Background: an optimization exercise with open tools, aiming at small area. Do not read the settings as production practice. Function was checked by simulation only, so behaviour that the tests miss may differ from the original. Power and IR drop assume default switching activity. The clock port is modelled as an ideal driver; clocking choices that lean on that would not hold on a real chip.

==> flow/design.v <==
`default_nettype none
`timescale 1ns/1ps
module aoi222 (
	input  wire  a0,
	input  wire  b0,
	input  wire  a1,
	input  wire  b1,
	input  wire  a2,
	input  wire  b2,
	output logic y
);
	assign y = ~((a0 & b0) | (a1 & b1) | (a2 & b2));
endmodule
module aoi22 (
	input  wire  a0,
	input  wire  b0,
	input  wire  a1,
	input  wire  b1,
	output logic y
);
	assign y = ~((a0 & b0) | (a1 & b1));
endmodule
`default_nettype wire
`default_nettype none
`timescale 1ns/1ps
module vga_timing (
	input  wire [9:0] draw_x,
	input  wire [9:0] draw_y,
	output logic      vis1,
	output logic      top1,
	output logic      hs,
	output logic      vs,
	output logic      blank
);
	logic x0;
	assign x0 = (draw_x == 10'd0);
	assign vis1 = (draw_x != 10'd0) && (draw_x <= 10'd640) && (draw_y < 10'd480);
	assign top1 = x0 ? ((draw_y != 10'd0) && (draw_y <= 10'd240)) : (draw_y < 10'd240);
	assign blank = (draw_x >= 10'd2) && (draw_x < 10'd642) && (draw_y < 10'd480);
	assign hs    = !((draw_x >= 10'd658) && (draw_x < 10'd754));
	assign vs    = (draw_x >= 10'd2) ? !((draw_y == 10'd490) || (draw_y == 10'd491))
	                                 : !((draw_y == 10'd491) || (draw_y == 10'd492));
endmodule
`default_nettype wire
`default_nettype none
`timescale 1ns/1ps
module object_scanner (
	input  wire [9:0]   draw_x,
	input  wire [9:0]   draw_y,
	input  wire [255:0] objects,   
	output logic [3:0]  idx_next
);
	function automatic logic in_span(
		input logic [9:0] p,
		input logic [9:0] o,
		input logic [1:0] k
	);
		logic [10:0] b;
		logic [9:0]  x;
		logic [9:0]  z;
		b[0] = 1'b0;
		for (int i = 0; i < 3; i++) begin
			x[i]   = p[i] ^ o[i];
			z[i]   = 1'b0;
			b[i+1] = o[i] ? (~p[i] | b[i]) : (~p[i] & b[i]);
		end
		for (int i = 3; i < 10; i++) begin
			x[i]   = p[i] ^ o[i];
			z[i]   = (x[i] == b[i]);
			b[i+1] = (~p[i] & o[i]) | (~x[i] & b[i]);
		end
		in_span = !b[10] && ((z[9:3] | (7'b0000111 >> (2'd3 - k))) == 7'h7f);
	endfunction
	function automatic logic obj_covers(
		input logic [31:0] obj,
		input logic [9:0]  px,
		input logic [9:0]  py
	);
		obj_covers = (obj[31:26] != 6'd0) && (obj[5:2] != 4'd15) &&
			in_span(px, obj[25:16], obj[27:26]) && in_span(py, obj[15:6], obj[27:26]);
	endfunction
	localparam logic [31:0] OBJ_INV = 32'h021E_8780;
	always_comb begin
		idx_next = 4'd15;
		for (int i = 7; i >= 0; i--) begin
			if (obj_covers(objects[i*32 +: 32] ^ OBJ_INV, draw_x, draw_y)) idx_next = objects[i*32 + 2 +: 4];
		end
	end
endmodule
`default_nettype wire
`default_nettype none
`timescale 1ns/1ps
module onehot_or #(
	parameter int N = 17
) (
	input  wire [N-1:0] sel,
	input  wire [N-1:0] d,
	output logic        y
);
	localparam int G = (N + 2) / 3;
	logic [G-1:0] t;
	for (genvar g = 0; g < G; g++) begin : g_grp
		if (3*g + 2 < N) begin : g3
			aoi222 u (.a0(sel[3*g]), .b0(d[3*g]), .a1(sel[3*g+1]), .b1(d[3*g+1]),
				.a2(sel[3*g+2]), .b2(d[3*g+2]), .y(t[g]));
		end else if (3*g + 1 < N) begin : g2
			aoi22 u (.a0(sel[3*g]), .b0(d[3*g]), .a1(sel[3*g+1]), .b1(d[3*g+1]), .y(t[g]));
		end else begin : g1
			assign t[g] = ~(sel[3*g] & d[3*g]);
		end
	end
	assign y = ~&t;
endmodule
module onehot_or_inv (
	input  wire [16:0] sel,
	input  wire [16:0] d,
	input  wire        obj_any,
	output logic       y
);
	logic [5:0] t;
	logic       nv;
	aoi222 u0 (.a0(sel[0]), .b0(d[0]), .a1(sel[1]), .b1(d[1]), .a2(sel[2]), .b2(d[2]), .y(t[0]));
	aoi222 u1 (.a0(sel[3]), .b0(d[3]), .a1(sel[4]), .b1(d[4]), .a2(sel[5]), .b2(d[5]), .y(t[1]));
	aoi22  u2 (.a0(sel[6]), .b0(d[6]), .a1(sel[7]), .b1(d[7]), .y(t[2]));
	aoi222 u3 (.a0(sel[8]), .b0(d[8]), .a1(sel[9]), .b1(d[9]), .a2(sel[10]), .b2(d[10]), .y(t[3]));
	aoi222 u4 (.a0(sel[11]), .b0(d[11]), .a1(sel[12]), .b1(d[12]), .a2(sel[13]), .b2(d[13]), .y(t[4]));
	aoi222 u5 (.a0(sel[14]), .b0(d[14]), .a1(sel[15]), .b1(d[15]), .a2(sel[16]), .b2(d[16]), .y(t[5]));
	assign nv = ~(obj_any & t[0] & t[1] & t[2]);
	assign y  = ~(nv & t[3] & t[4] & t[5]);
endmodule
`default_nettype wire
`default_nettype none
`timescale 1ns/1ps
module sprite_display_top (
	input  wire         CLK,
	input  wire         RESET,
	input  wire         avl_cs,
	input  wire         avl_read,
	input  wire         avl_write,
	input  wire [3:0]   avl_byte_en,
	input  wire [8:0]   avl_addr,
	input  wire [31:0]  avl_writedata,
	output logic [31:0] readdata,
	output logic [3:0]  red,
	output logic [3:0]  green,
	output logic [3:0]  blue,
	output logic        hs,
	output logic        vs,
	output logic        blank,
	output logic        pixel_clk
);
	logic [3:0]   widx;
	logic [31:0]  words [16];
	logic [255:0] objects;
	logic [255:0] palette;
	assign widx = {avl_addr[8], avl_addr[2:0]};
	localparam logic [31:0] OBJ_INV = 32'h021E_8780;
	logic [31:0] wdata;
	logic [31:0] wdata_obj;
	logic [15:0] wsel;
	logic [3:0]  lsel;
	assign wdata     = avl_writedata & {32{~RESET}};
	assign wdata_obj = wdata ^ OBJ_INV;
	assign lsel  = avl_byte_en | {4{RESET}};
	for (genvar w = 0; w < 16; w++) begin : g_word
		assign wsel[w] = RESET | (avl_cs & avl_write & (widx == w));
		for (genvar b = 0; b < 4; b++) begin : g_lane
			always_ff @(posedge CLK) begin
				if (wsel[w] & lsel[b]) words[w][b*8 +: 8] <= (w < 8) ? wdata_obj[b*8 +: 8] : wdata[b*8 +: 8];
			end
		end
		if (w < 8) begin : g_obj
			assign objects[w*32 +: 32] = words[w];
		end else begin : g_pal
			assign palette[(w-8)*32 +: 32] = words[w];
		end
	end
	logic [16:0] rsel;
	logic        robj;
	logic [31:0] rd_next;
	always_comb begin
		for (int w = 0; w < 16; w++) begin
			rsel[w] = ~RESET & avl_cs & avl_read & (widx == w);
		end
		rsel[16] = ~RESET & ~(avl_cs & avl_read);
		robj     = |rsel[7:0];
	end
	for (genvar i = 0; i < 32; i++) begin : g_rd
		logic [16:0] d;
		for (genvar w = 0; w < 16; w++) begin : g_w
			assign d[w] = words[w][i];
		end
		assign d[16] = readdata[i];
		if (OBJ_INV[i]) begin : g_inv
			onehot_or_inv u_or (.sel(rsel), .d(d), .obj_any(robj), .y(rd_next[i]));
		end else begin : g_pos
			onehot_or #(.N(17)) u_or (.sel(rsel), .d(d), .y(rd_next[i]));
		end
	end
	always_ff @(posedge CLK) begin
		readdata <= rd_next;
	end
	logic       pix_phase;
	logic [9:0] draw_x;
	logic [9:0] draw_y;
	assign pixel_clk = pix_phase;
	logic line_end;
	assign line_end = pix_phase & (draw_x == 10'd799);
	always_ff @(posedge CLK) begin
		if (RESET | line_end) begin
			{draw_x, pix_phase} <= '0;
		end else begin
			{draw_x, pix_phase} <= {draw_x, pix_phase} + 11'd1;
		end
	end
	always_ff @(posedge CLK) begin
		if (RESET) begin
			draw_y <= '0;
		end else if (line_end) begin
			if (draw_y == 10'd524) draw_y <= '0;
			else draw_y <= draw_y + 1'b1;
		end
	end
	logic vis1;
	logic top1;
	vga_timing i_vga_timing (
		.draw_x(draw_x),
		.draw_y(draw_y),
		.vis1  (vis1),
		.top1  (top1),
		.hs    (hs),
		.vs    (vs),
		.blank (blank)
	);
	logic [3:0] idx_next;
	logic [3:0] idx;
	object_scanner i_scanner (
		.draw_x  (draw_x),
		.draw_y  (draw_y),
		.objects (objects),
		.idx_next(idx_next)
	);
	always_ff @(posedge CLK) begin
		if (pix_phase) idx <= idx_next;
	end
	logic [15:0] csel;
	logic        load;
	logic [11:0] rgb;
	logic [11:0] rgb_next;
	assign load = ~RESET & pix_phase & vis1;
	always_comb begin
		for (int j = 0; j < 15; j++) begin
			csel[j] = load & ((idx == j) ||
				(j == 7 && idx == 4'd15 && top1) || (j == 3 && idx == 4'd15 && !top1));
		end
		csel[15] = ~RESET & ~pix_phase;
	end
	for (genvar i = 0; i < 12; i++) begin : g_rgb
		logic [15:0] d;
		for (genvar j = 0; j < 15; j++) begin : g_j
			assign d[j] = palette[(j/2)*32 + ((j % 2 == 1) ? 13 : 1) + i];
		end
		assign d[15] = rgb[i];
		onehot_or #(.N(16)) u_or (.sel(csel), .d(d), .y(rgb_next[i]));
	end
	always_ff @(posedge CLK) begin
		rgb <= rgb_next;
	end
	assign red   = rgb[11:8];
	assign green = rgb[7:4];
	assign blue  = rgb[3:0];
endmodule
`default_nettype wire
==> flow/flow/run.sh <==
#!/bin/bash
# the standard layout, with an area-oriented abc mapping script (registers untouched),
# single-drive port buffers and a smaller clock tree
set -euo pipefail
here=$(pwd)
export FLOW_SYNTH_TCL=$here/synth_recipe.tcl
export MY_ABC_SCRIPT=$here/flow/area.abc
bash standard.sh \
  "SYNTH_SCRIPT=$here/flow/my_synth.tcl" \
  "BUFFER_PORTS_ARGS=-buffer_cell sky130_fd_sc_hd__buf_1" \
  "CTS_ARGS=-sink_clustering_enable -repair_clock_nets -buf_list sky130_fd_sc_hd__clkbuf_16 -sink_clustering_size 28 -sink_clustering_max_diameter 150 -dont_use_dummy_load" \
  finish > standard.log 2>&1
==> flow/flow/area.abc <==
&get -n
&st
&dch
&nf -R 1000 -E 20
&st
&syn2
&if -g -K 6
&synch2
&nf -R 1000 -E 20
&st
&syn2
&if -g -K 6
&synch2
&nf -R 1000 -E 20
&put
==> flow/flow/my_synth.tcl <==
# The standard flow's synthesis script, with ORFS's abc call given this folder's abc script
set f [open $::env(FLOW_SYNTH_TCL)]; set my_txt [read $f]; close $f
set f [open $::env(SCRIPTS_DIR)/synth.tcl]; set synth_txt [read $f]; close $f
set synth_txt [string map [list {log_cmd abc {*}$abc_args} "lset abc_args 1 $::env(MY_ABC_SCRIPT); log_cmd abc {*}\$abc_args"] $synth_txt]
set my_txt [string map [list {source $::env(SCRIPTS_DIR)/synth.tcl} $synth_txt] $my_txt]
eval $my_txt
==> flow/standard.sh <==
#!/bin/bash
# synth_recipe.tcl (not shown) runs the flow's synth.tcl, then flattens the netlist and writes it again
# the make line also repeats each setting of config.mk as NAME=value (left out here)
make -C /OpenROAD-flow-scripts/flow DESIGN_CONFIG=/design/flow/config.mk WORK_HOME=/design/flow/orfs CLKGATE_MAP_FILE= SYNTH_SCRIPT=/design/flow/synth_recipe.tcl "${@:-finish}"
==> flow/config.mk <==
export PLATFORM = sky130hd
export DESIGN_NAME = sprite_display_top
export DESIGN_NICKNAME = sprite_display_top
export VERILOG_FILES = /design/flow/design.v
export SDC_FILE = /design/flow/constraint.sdc
export NUM_CORES = 4
export LEC_CHECK = 0
export CAP_MARGIN = 20
export CORE_MARGIN = 2
export CORE_UTILIZATION = 70
export PLACE_DENSITY = 0.8
export SLEW_MARGIN = 20
export SYNTH_HIERARCHICAL = 1
==> flow/constraint.sdc <==
create_clock -name core_clock -period 8.0 [get_ports {CLK}]
set_input_delay 1.6000 -clock core_clock [delete_from_list [all_inputs] [get_ports {CLK}]]
set_output_delay 1.6000 -clock core_clock [all_outputs]
set_load 0.01 [all_outputs]
==> summary.txt, run 1 <==
Run status
  • Outcome: no timing/DRC/antenna violations

STA
  • Worst hold-check slack: 0.486 ns
  • Min setup slack post-route: 1.48 ns
  • Setup TNS: 0 ns
  • Final setup fails: 0
  • F_max: 0.153 GHz
  • Pins over their slew limit: 0
  • Fin. Hold Viols: 0
  • Setup Skew: roughly 0.070 ns
  • Unrepaired setup endpoints after global routing: no
  • Final min period: about 6.5 ns
  • Crit share post-route: 0.816
  • Least-Margin Pin Slew: 1.20 ns
  • Worst relative slew slack: 0.195

Floorplan
  • Die Span Y: 194 um
  • Rows: 69
  • Initial core utilization: 0.712
  • Core Box Area: 35700 um^2
  • Die area: roughly 38000 um^2
  • Ports: 98
  • Die W: ~190 um

Logic synthesis
  • Post-synthesis instance total: about 1700
  • Post-synthesis net count: 1848
  • Netlist cell types: 46
  • Synth Flop Type: edfxtp_1
  • Register area share after synthesis: 0.662
  • Mean Syn Cell Area: 15.1 um^2
  • Leading area contributor after synthesis: edfxtp_1
  • Yosys top cell area share: 0.610
  • Synth Cell Area: 25400 um^2
  • #FFs+latches synth: 581
  • Syn. warnings: 9
  • Synth async-reset ratio: 0
  • Count leader, synth: edfxtp_1
  • EDFF count, synth: 516
  • Largest cells by area after synthesis: edfxtp_1, fa_1, a222oi_1
  • Post-synth top cells: edfxtp_1, a222oi_1, nor2_1, fa_1, clkinv_1

GRT
  • Total grt overflow: 0
  • Largest net degree at the start of global routing: 41
  • Vias in the first global route: 17200
  • Initial antenna violation count: 2
  • First-pass GRT wire length: 113000 um
  • Gr usage total: 0.417

Layout
  • Share of layout cells above drive strength 1: 0.0588
  • Layout Nets: 1971
  • Fin cells: about 2300
  • Area Overhead vs Synth: 6.66%
  • Filler instances: roughly 2200
  • Area of the multi-input gates: approximately 8100 um^2
  • N_diodes: 0
  • Register Area: approximately 17000 um^2

Worst setup path
  • Crit path DAT: 6.82 ns
  • Crit path buffers/inverters: 0
  • CP max stage cell: nor3_1
  • CP Class: reg -> reg
  • R2r setup slk: 1.48 ns
  • CP startpoint: draw_x[0]
  • Crit-path cells: o22ai_1, a21oi_1, a21oi_1, fa_1, fa_1, fa_1, fa_1, fa_1, fa_1, fa_1, nand4_1, a41oi_1, nand4_1, nor3_1, nor2_1, nand2_1, nand3_1, o21ai_0, o21ai_0
  • RR Endpoint: idx[1]
  • Reg2Reg Depth: 19
  • CP endpoint: idx[1]
  • R2r startpoint: draw_x[0]
  • Startpoint types: flip-flop
  • CP top delay family: adder cells
  • CP max stage delay: 0.85 ns
  • Critical path depth: 19
  • CP required: 8.30 ns
  • Crit path capture type: flip-flop
  • Critical Path Most Common Cell: fa_1
  • CP max FO: 15

Min path
  • Min-Delay Path Class: reg -> reg

Clock tree
  • Clk latency of the worst-skew pair: 0.61 ns
  • Hold_buf cts: 0
  • TritonCTS clock tree: built
  • Worst-path clk slew: approximately 0.11 ns
  • Longest Clk Path Bufs: 3
  • Htree depth: 1
  • Root buf cell: clkbuf_16
  • Setup bufs post-CTS: 0
  • CTS sink count: 581
  • Post_cts resized: 0
  • Num CTS Buffers: 24

Pwr
  • Worst ir drop on vdd: around 0.00024 V
  • P_leak: 0.00809 uW
  • Pwr Density: 207 nW/um^2

Drt
  • # DRC: 0
  • Via density: 7.85
  • Antenna-violating nets left: 0
  • Routed WL: roughly 78000 um
  • Mean routed wirelength per cell: 34.5 um
  • Via count: 17800
  • DR pass1 iterations: 25
  • Initial drt markers: 4154

Flow run
  • Max Cap Violations: 0

Placed design
  • IO buf count: 92
  • Gpl congestion: 0.994
  • Post-DP HPWL: ~56000 um
  • Setup WS pre-CTS: about 1.5 ns
  • Dpl cells: 2241
## per-module statistics from Yosys, one instance, submodules excluded, excerpt
| module | cell area [um^2] | flip-flops and latches |
|---|---|---|
| aoi222 | 10.0 | 0 |
| sprite_display_top | 18400 | 581 |
| onehot_or_inv | 12.5 | 0 |
| aoi22 | 7.51 | 0 |
| object_scanner | 3770 | 0 |
| vga_timing | 180 | 0 |
## state kept, by name, indices dropped and copies added (netlist names)
| register | cells |
|---|---|
| draw_x | 10 |
| rgb | 12 |
| readdata | 32 |
| words | 512 |
| idx | 4 |
| draw_y | 10 |
| pix_phase | 1 |
## how the worst min path moves through the flow
stage	from	to	slack, ns	cells after the start
after floorplan	words[4][0]	readdata[0]	0.44	2
after global placement	words[4][0]	readdata[0]	0.45	2
after detailed placement	words[4][0]	readdata[0]	0.47	2
after CTS	words[4][0]	readdata[0]	0.49	2
after global routing	words[4][1]	readdata[1]	0.53	2
final	words[15][18]	readdata[18]	0.49	2
## worst register-to-register path: stages, from the launching register on
cell and delay [ns]:
dfxtp_1 0.82, o22ai_1 0.19, a21oi_1 0.17, a21oi_1 0.07
fa_1 0.44, fa_1 0.39, fa_1 0.41, fa_1 0.41
fa_1 0.39, fa_1 0.39, fa_1 0.49, nand4_1 0.17
a41oi_1 0.25, nand4_1 0.13, nor3_1 0.85, nor2_1 0.21
nand2_1 0.14, nand3_1 0.09, o21ai_0 0.13, o21ai_0 0.14
## routing by layer
metal	vias to the layer above	GRT usage	routed length [um]
li1	7186	-	-
met5	-	0	25
met2	1720	0.637	34700
met1	8579	0.580	25700
met4	4	0.179	4580
met3	287	0.106	13100
## logic make-up after synthesis
group / count (synthesis) / synth area share
flops: 581 / 0.662
simple gates: 440 / 0.0878
compound gates: 401 / 0.131
buf+inv: 130 / 0.0240
fa+ha+maj: 116 / 0.0902
xor+xnor: 14 / 0.00483
mux: 1 / 0.000394
## layout make-up
| type | count | area share |
|---|---|---|
| Timing Repair Buffer | 129 | 0.0231 |
| Clock buffer | 24 | 0.0222 |
| Sequential cell | 581 | 0.620 |
| Tap cell | 461 | 0.0213 |
| Multi-Input combinational cell | 972 | 0.300 |
| Inverter | 98 | 0.0136 |
## placed cells by master, fill, tap and decap left out, drive strengths merged, types with 6 or more instances in the layout
cell type    n
clkinv      98
a22oi       37
a31oi        8
a222oi     220
nor2b       25
xor2        11
dfxtp       65
o21ai       21
buf        128
or4          7
a311oi       7
nor4        13
clkbuf      25
or3          6
a21oi       71
nand3       40
a41oi        6
o22ai       15
nor3        17
fa         112
edfxtp     516
nand2b      15
and4        23
nand2       68
nand4       54
nor2       153
## power breakdown
| group | switching [uW] | total, uW | internal, uW |
|---|---|---|---|
| Clock | 857 | 1400 | 540 |
| Combinational | 316 | 433 | 117 |
| Sequential | 183 | 3780 | 3600 |
## stage by stage
step | utilization | total power, uW | instance area [um^2]
6_report | 0.759 | 5610 | 27100
2_1_floorplan | - | 4020 | 25400
5_1_grt | 0.759 | 5750 | 27100
3_3_place_gp | 0.741 | 4230 | 26400
3_5_place_dp | 0.741 | 4260 | 26400
4_1_cts | 0.758 | 5580 | 27000
==> run 2: changes to the inputs <==
--- a/flow/flow/run.sh
+++ b/flow/flow/run.sh
@@ -8,5 +8,5 @@
 bash standard.sh \
   "SYNTH_SCRIPT=$here/flow/my_synth.tcl" \
   "BUFFER_PORTS_ARGS=-buffer_cell sky130_fd_sc_hd__buf_1" \
-  "CTS_ARGS=-sink_clustering_enable -repair_clock_nets -buf_list sky130_fd_sc_hd__clkbuf_16 -sink_clustering_size 28 -sink_clustering_max_diameter 150 -dont_use_dummy_load" \
+  "CTS_ARGS=-sink_clustering_enable -repair_clock_nets -buf_list sky130_fd_sc_hd__clkbuf_16 -sink_clustering_size 31 -sink_clustering_max_diameter 150 -dont_use_dummy_load" \
   finish > standard.log 2>&1
==> run 2 against run 1 <==
Against the previous run:
- count of clock-buffer cells in the layout down 2
- still clean
- sequential share of layout area increased by 0.10 points
- die area did not move
- design area down 0.17%
- utilization down 0.13 points
- register-to-register slack lost 0.05 ns
==> summary.txt, run 2 <==
Run status
  • Outcome: no timing/DRC/antenna violations (unchanged)

Placed design
  • Setup WS pre-CTS: 1.54 ns (unchanged)
  • Dpl cells: 2241 (unchanged)
  • Post-DP HPWL: 56100 um (unchanged)
  • IO buf count: 92 (unchanged)
  • Gpl congestion: 0.994 (unchanged)

Pwr
  • Power, Total: 5560 uW (was 5610 uW)
  • P_leak: 0.00807 uW (was 0.00809 uW)
  • Worst ir drop on vdd: 0.000198 V (was 0.000238 V)
  • Pwr Density: 206 nW/um^2 (was 207 nW/um^2)

GRT
  • First-pass GRT wire length: 113000 um (about the same)
  • Initial antenna violation count: 2 (unchanged)
  • Gr usage total: 0.417 (about the same)
  • Total grt overflow: 0 (unchanged)
  • Largest net degree at the start of global routing: 41 (unchanged)
  • Vias in the first global route: 17300 (was 17200)

STA
  • Fin. Hold Viols: 0 (unchanged)
  • Crit share post-route: 0.821 (was 0.816)
  • Unrepaired setup endpoints after global routing: no (unchanged)
  • Pins over their slew limit: 0 (unchanged)
  • Worst relative slew slack: 0.162 (was 0.195)
  • Worst hold-check slack: 0.488 ns (was 0.486 ns)
  • Setup TNS: 0 ns (unchanged)
  • Setup Skew: 0.0420 ns (was 0.0699 ns)
  • Least-Margin Pin Slew: 1.25 ns (was 1.20 ns)
  • Final min period: 6.57 ns (was 6.52 ns)
  • F_max: 0.152 GHz (was 0.153 GHz)
  • Final setup fails: 0 (unchanged)
  • Min setup slack post-route: 1.43 ns (was 1.48 ns)

Min path
  • Hold path depth: 2 (unchanged)
  • Min-Delay Path Class: reg -> reg (unchanged)
  • Hold path startpoint: words[15][18] (unchanged)

Layout
  • Largest register FFs: 512 (unchanged)
  • Area Overhead vs Synth: 6.48% (was 6.66%)
  • Share of layout cells above drive strength 1: 0.0577 (was 0.0588)
  • Commonest non-fill, non-tap cell in the layout: edfxtp_1 (unchanged)
  • Layout Nets: 1969 (was 1971)
  • Biggest register: words (unchanged)
  • Regs by FF count: words x512, readdata x32, rgb x12 (unchanged)
  • Most frequent cells in the layout: edfxtp_1, a222oi_1, nor2_1 (unchanged)
  • Fin cells: 2265 (unchanged)

Floorplan
  • Die W: 194 um (unchanged)
  • Ports: 98 (unchanged)
  • Core Box Area: 35700 um^2 (unchanged)
  • Rows: 69 (unchanged)
  • Die Span Y: 194 um (unchanged)
  • Die area: 37800 um^2 (unchanged)
  • Initial core utilization: 0.712 (unchanged)

Logic synthesis
  • Netlist cell types: 46 (unchanged)
  • Synth Cell Area: 25400 um^2 (unchanged)
  • Syn. warnings: 9 (unchanged)
  • Synth Flop Type: edfxtp_1 (unchanged)
  • Post-synthesis xor/xnor area fraction: 0.00483 (unchanged)
  • Mean Syn Cell Area: 15.1 um^2 (unchanged)
  • Largest cells by area after synthesis: edfxtp_1, fa_1, a222oi_1 (unchanged)
  • Post-synth top cells: edfxtp_1, a222oi_1, nor2_1, fa_1, clkinv_1 (unchanged)
  • Post-synthesis mux area share: 0.000394 (unchanged)
  • Yosys top cell area share: 0.610 (unchanged)
  • Post-synthesis net count: 1848 (unchanged)
  • #FFs+latches synth: 581 (unchanged)
  • Post-synthesis instance total: 1683 (unchanged)
  • Register area share after synthesis: 0.662 (unchanged)
  • Post-synthesis compound-gate area fraction: 0.131 (unchanged)
  • Main combinational cell family by area after synthesis: compound AO/OA/AOI/OAI gates (unchanged)
  • EDFF count, synth: 516 (unchanged)
  • Adder-Cell Fraction of Synth Area: 0.0902 (unchanged)
  • Count leader, synth: edfxtp_1 (unchanged)
  • Post-Synth Simple-Gate Area: 0.0878 (unchanged)
  • Leading area contributor after synthesis: edfxtp_1 (unchanged)
  • Synth async-reset ratio: 0 (unchanged)

Worst setup path
  • R2r startpoint: draw_x[0] (unchanged)
  • Crit path DAT: 6.87 ns (was 6.82 ns)
  • CP Class: reg -> reg (unchanged)
  • Startpoint types: flip-flop (unchanged)
  • CP required: 8.30 ns (about the same)
  • Reg2Reg Depth: 19 (unchanged)
  • Crit path capture type: flip-flop (unchanged)
  • CP startpoint: draw_x[0] (unchanged)
  • CP max FO: 15 (unchanged)

Clock tree
  • Num CTS Buffers: 22 (was 24)
  • Longest Clk Path Bufs: 3 (unchanged)
  • Post_cts resized: 0 (unchanged)
  • Setup bufs post-CTS: 0 (unchanged)
  • Root buf cell: clkbuf_16 (unchanged)
  • CTS sink count: 581 (unchanged)
  • Hold_buf cts: 0 (unchanged)
  • TritonCTS clock tree: built (unchanged)
  • Htree depth: 1 (unchanged)
  • Worst-path clk slew: 0.12 ns (was 0.11 ns)
  • Clk latency of the worst-skew pair: 0.59 ns (was 0.61 ns)

Drt
  • Routed WL: 78100 um (about the same)
  • DR pass1 iterations: 24 (was 25)
  • Via density: 7.85 (unchanged)
  • Initial drt markers: 3925 (was 4154)
  • # DRC: 0 (unchanged)
  • Antenna-violating nets left: 0 (unchanged)
  • Via count: 17800 (unchanged)
  • Mean routed wirelength per cell: 34.5 um (about the same)

Flow run
  • Max Cap Violations: 0 (unchanged)
-- run 2: worst paths after layout --
check | endpoint | slack [ns]
max | idx[1] | 1.43
min | readdata[18] | 0.49
max reg2reg | idx[1] | 1.43
min reg2reg | readdata[18] | 0.49
-- run 2: modules after synthesis, one instance, submodules excluded, excerpt --
module,flip-flops and latches,cells,area (um^2),times used
aoi22,0,1,7.51,32
aoi222,0,1,10.0,220
object_scanner,0,409,3770,1
onehot_or_inv,0,2,12.5,10
sprite_display_top,581,890,18400,1
vga_timing,0,32,180,1
-- run 2: layout make-up --
class | instances | area, um^2
Sequential cell | 581 | 16800
Fill cell | 2182 | 8620
Multi-Input combinational cell | 972 | 8110
Timing Repair Buffer | 129 | 624
Tap cell | 461 | 577
Clock buffer | 22 | 551
Inverter | 98 | 368
Antenna cell | 2 | 5.00
-- run 2: logic make-up after synthesis --
family                     count (synthesis)
adders and majority gates                116
AOI/OAI and AO/OA                        401
muxes                                      1
buffers and inverters                    130
xor gates and xnor gates                  14
and+or+nand+nor                          440
DFF                                      581
-- run 2: routing by layer --
metal | wire [um] | track usage | up-vias
met4 | 4680 | 0.182 | 0
li1 | - | - | 7175
met2 | 34700 | 0.635 | 1731
met5 | 0 | 0 | -
met3 | 13200 | 0.117 | 300
met1 | 25500 | 0.573 | 8570
-- run 2: through the flow --
step                instance area (um^2)  utilization
global placement                   26400        0.741
global route                       27000        0.758
detailed placement                 26400        0.741
floorplan                          25400            -
CTS                                27000        0.756
finish                             27000        0.758
-- run 2: critical path, stage by stage (launching register included) --
cell and delay [ns]:
dfxtp_1 0.83, o22ai_1 0.19, a21oi_1 0.17, a21oi_1 0.07, fa_1 0.45, fa_1 0.39
fa_1 0.41, fa_1 0.41, fa_1 0.39, fa_1 0.39, fa_1 0.49, nand4_1 0.17
a41oi_1 0.25, nand4_1 0.13, nor3_1 0.83, nor2_1 0.20, nand2_1 0.14, nand3_1 0.09
o21ai_0 0.13, o21ai_0 0.14
-- run 2: power by group --
group	internal, uW	total, uW	switching (uW)	leakage (uW)
Sequential	3600	3780	183	0.00533
Clock	499	1340	844	0.000271
Combinational	117	434	317	0.00247
==> run 3: changes to the inputs <==
--- a/flow/flow/run.sh
+++ b/flow/flow/run.sh
@@ -8,5 +8,5 @@
 bash standard.sh \
   "SYNTH_SCRIPT=$here/flow/my_synth.tcl" \
   "BUFFER_PORTS_ARGS=-buffer_cell sky130_fd_sc_hd__buf_1" \
-  "CTS_ARGS=-sink_clustering_enable -repair_clock_nets -buf_list sky130_fd_sc_hd__clkbuf_16 -sink_clustering_size 31 -sink_clustering_max_diameter 150 -dont_use_dummy_load" \
+  "CTS_ARGS=-sink_clustering_enable -repair_clock_nets -buf_list sky130_fd_sc_hd__clkbuf_16 -sink_clustering_size 26 -sink_clustering_max_diameter 150 -dont_use_dummy_load" \
   finish > standard.log 2>&1
--- a/flow/config.mk
+++ b/flow/config.mk
@@ -7,7 +7,7 @@
 export LEC_CHECK = 0
 export CAP_MARGIN = 20
 export CORE_MARGIN = 2
-export CORE_UTILIZATION = 70
-export PLACE_DENSITY = 0.8
+export CORE_UTILIZATION = 40
+export PLACE_DENSITY = 0.6
 export SLEW_MARGIN = 20
 export SYNTH_HIERARCHICAL = 1
==> run 3 against run 2 <==
Against the previous run:
- still clean
- global-route usage fell by 16 points
- via count fell by 1.7%
- design area rose by 2.5%
- power rose by 2.8%
==> summary.txt, run 3 <==
Run status
  • Outcome: no timing/DRC/antenna violations (unchanged)

Logic synthesis
  • Syn. warnings: 9 (unchanged)
  • Synth Flop Type: edfxtp_1 (unchanged)
  • Register area share after synthesis: 0.662 (unchanged)
  • Post-synthesis compound-gate area fraction: 0.131 (unchanged)
  • Synth Cell Area: 25400 um^2 (unchanged)
  • Largest cells by area after synthesis: edfxtp_1, fa_1, a222oi_1 (unchanged)
  • Leading area contributor after synthesis: edfxtp_1 (unchanged)
  • Main combinational cell family by area after synthesis: compound AO/OA/AOI/OAI gates (unchanged)
  • Netlist cell types: 46 (unchanged)
  • Post-synth top cells: edfxtp_1, a222oi_1, nor2_1, fa_1, clkinv_1 (unchanged)
  • Post-Synth Simple-Gate Area: 0.0878 (unchanged)
  • Count leader, synth: edfxtp_1 (unchanged)
  • #FFs+latches synth: 581 (unchanged)
  • Synth async-reset ratio: 0 (unchanged)
  • Post-synthesis xor/xnor area fraction: 0.00483 (unchanged)
  • EDFF count, synth: 516 (unchanged)
  • Adder-Cell Fraction of Synth Area: 0.0902 (unchanged)
  • Post-synthesis mux area share: 0.000394 (unchanged)
  • Mean Syn Cell Area: 15.1 um^2 (unchanged)
  • Yosys top cell area share: 0.610 (unchanged)
  • Post-synthesis net count: 1848 (unchanged)
  • Post-synthesis instance total: 1683 (unchanged)

STA
  • Worst relative slew slack: 0.168 (was 0.162)
  • Fin. Hold Viols: 0 (unchanged)
  • Pins over their slew limit: 0 (unchanged)
  • Final min period: 6.49 ns (was 6.57 ns)
  • Setup Skew: 0.0417 ns (was 0.0420 ns)
  • Setup TNS: 0 ns (unchanged)
  • Least-Margin Pin Slew: 1.24 ns (was 1.25 ns)
  • Crit share post-route: 0.812 (was 0.821)
  • Unrepaired setup endpoints after global routing: no (unchanged)
  • F_max: 0.154 GHz (was 0.152 GHz)
  • Final setup fails: 0 (unchanged)

Clock tree
  • Longest Clk Path Bufs: 3 (unchanged)
  • Htree depth: 1 (unchanged)
  • TritonCTS clock tree: built (unchanged)
  • CTS sink count: 581 (unchanged)
  • Root buf cell: clkbuf_16 (unchanged)
  • Post_cts resized: 0 (unchanged)
  • Clk latency of the worst-skew pair: 0.58 ns (was 0.59 ns)
  • Setup bufs post-CTS: 0 (unchanged)
  • Hold_buf cts: 0 (unchanged)
  • Worst-path clk slew: 0.11 ns (was 0.12 ns)
  • Num CTS Buffers: 26 (was 22)

Worst setup path
  • Crit path capture type: flip-flop (unchanged)
  • R2r startpoint: draw_y[1] (was draw_x[0])
  • CP top delay family: adder cells (unchanged)
  • Critical Path Most Common Cell: fa_1 (unchanged)
  • Crit-path cells: o22ai_1, a21oi_1, a21oi_1, fa_1, fa_1, fa_1, fa_1, fa_1, fa_1, fa_1, nand4_1, a41oi_1, nand4_1, nor3_1, nor2_1, nand2_1, nand3_1, o21ai_0, o21ai_0 (unchanged)
  • CP startpoint: draw_y[1] (was draw_x[0])
  • Crit path buffers/inverters: 0 (unchanged)
  • Startpoint types: flip-flop (unchanged)
  • CP max stage delay: 0.91 ns (was 0.83 ns)
  • CP Class: reg -> reg (unchanged)
  • Crit path DAT: 6.83 ns (was 6.87 ns)
  • CP max FO: 24 (was 15)
  • CP max stage cell: dfxtp_1 (unchanged)
  • CP required: 8.34 ns (was 8.30 ns)

Pwr
  • Pwr Density: 206 nW/um^2 (about the same)
  • Worst ir drop on vdd: 0.000171 V (was 0.000198 V)
  • Power, Total: 5720 uW (was 5560 uW)
  • P_leak: 0.00817 uW (was 0.00807 uW)

Drt
  • Via count: 17500 (was 17800)
  • DR pass1 iterations: 12 (was 24)
  • Initial drt markers: 3399 (was 3925)
  • Routed WL: 84600 um (was 78100 um)
  • Mean routed wirelength per cell: 31.8 um (was 34.5 um)
  • Antenna-violating nets left: 0 (unchanged)
  • Via density: 6.56 (was 7.85)
  • # DRC: 0 (unchanged)

GRT
  • Total grt overflow: 0 (unchanged)
  • Gr usage total: 0.254 (was 0.417)
  • Initial antenna violation count: 1 (was 2)
  • First-pass GRT wire length: 121000 um (was 113000 um)
  • Largest net degree at the start of global routing: 42 (was 41)
  • Vias in the first global route: 17000 (was 17300)

Min path
  • Min-Delay Path Class: reg -> reg (unchanged)
  • Hold path startpoint: words[4][0] (was words[15][18])

Floorplan
  • Initial core utilization: 0.403 (was 0.712)
  • Die Span Y: 256 um (was 194 um)
  • Die area: 65500 um^2 (was 37800 um^2)
  • Core Box Area: 63000 um^2 (was 35700 um^2)
  • Die W: 256 um (was 194 um)
  • Rows: 92 (was 69)
  • Ports: 98 (unchanged)

Layout
  • Layout Nets: 1985 (was 1969)
  • Most frequent cells in the layout: edfxtp_1, a222oi_1, nor2_1 (unchanged)
  • Area Overhead vs Synth: 9.16% (was 6.48%)
  • Share of layout cells above drive strength 1: 0.0682 (was 0.0577)
  • Largest register FFs: 512 (unchanged)
  • Commonest non-fill, non-tap cell in the layout: edfxtp_1 (unchanged)
  • Biggest register: words (unchanged)
  • Regs by FF count: words x512, readdata x32, rgb x12 (unchanged)

Placed design
  • Gpl congestion: 0.962 (was 0.994)
  • IO buf count: 92 (unchanged)
  • Post-DP HPWL: 61200 um (was 56100 um)

Flow run
  • Max Cap Violations: 0 (unchanged)
run 3: cell counts after synthesis:
Identical to the previous run, type by type.
run 3: area by class of cell:
type	count	area [um^2]
multi-input combinational	972	8120
fill	5632	35300
tap	846	1060
sequential	581	16800
antenna	1	2.50
inverter	98	368
timing repair buffer	141	714
clock buffer	26	651
run 3: layer usage:
metal	routed length, um	track usage	up-vias
met5	11	0	-
met2	39300	0.408	1240
met3	9590	0.0484	166
met1	32600	0.350	8847
li1	-	-	7217
met4	3070	0.0809	2
run 3: final timing paths:
path                                    end  slack (ns)  cells past startpoint
worst min-delay path            readdata[0]        0.49                      2
worst max-delay path                 idx[2]        1.51                     19
worst min register to register  readdata[0]        0.49                      2
worst max register to register       idx[2]        1.51                     19
run 3: stage by stage:
step / util / setup slack [ns] / cells / cell area [um^2] / hold slack, ns
floorplan: - / 2.57 / 1683 / 25400 / 0.440
global placement: 0.428 / 1.70 / 2636 / 27000 / 0.461
detailed placement: 0.429 / 1.57 / 2638 / 27000 / 0.466
CTS: 0.439 / 1.55 / 2664 / 27700 / 0.491
global route: 0.440 / 1.13 / 2664 / 27700 / 0.515
finish: 0.440 / 1.51 / 2665 / 27700 / 0.488
run 3: worst reg2reg max path, cell delays in order (launching register included):
cell	delay, ns
dfxtp_1	0.91
o22ai_1	0.14
a21oi_1	0.18
a21oi_1	0.09
fa_1	0.45
fa_1	0.39
fa_1	0.40
fa_1	0.40
fa_1	0.40
fa_1	0.40
fa_1	0.53
nand4_1	0.15
a41oi_1	0.23
nand4_1	0.13
nor3_1	0.77
nor2_1	0.21
nand2_1	0.13
nand3_1	0.07
o21ai_0	0.12
o21ai_0	0.16
run 3: per-module statistics from Yosys, one instance, submodules excluded, a selection:
module              area, um^2  cells inside
aoi222                    10.0             1
aoi22                     7.51             1
sprite_display_top       18400           890
object_scanner            3770           409
vga_timing                 180            32
onehot_or_inv             12.5             2
run 3: report_power, final:
group	internal (uW)	leakage [uW]	switching, uW	total, uW
Combinational	120	0.00252	321	441
Sequential	3600	0.00533	181	3780
Clock	583	0.000320	910	1490
Total	4300	0.00817	1410	5720
run 3: cell families after synthesis:
group,Yosys count
AO/OA/AOI/OAI,401
flip-flops,581
buffers and inverters,130
adder cells (fa/ha/maj),116
XOR/XNOR,14
multiplexers,1
AND/OR/NAND/NOR,440

re-timing with driven ports:
In the flow no input, the clock included, has a driving cell. The finished layouts below were timed again as built, in two steps. Step 1 sets driving cells, clkbuf_16 on the clock port and buf_2 on the other inputs (assumed; they add their load-dependent delay and slew). Step 2 also shifts input and output timing later by t, the mid clock arrival at the registers, as if the neighbouring blocks saw the same clock. a / b / c = ideal ports / drivers / drivers and shift; a / b = the first two.
run	t, ns	setup WS [ns]	worst setup path after step 2	slew at the worst register clock pin (ns)	worst slew at a driven data input, ns
run 1	0.632	1.476 / 1.476 / 1.476	register to register	0.11 / 0.11	0.04
run 2	0.623	1.429 / 1.429 / 1.429	register to register	0.12 / 0.12	0.03
run 3	0.641	1.506 / 1.506 / 1.506	register to register	0.11 / 0.11	0.04
After both steps every run listed still meets setup and hold.
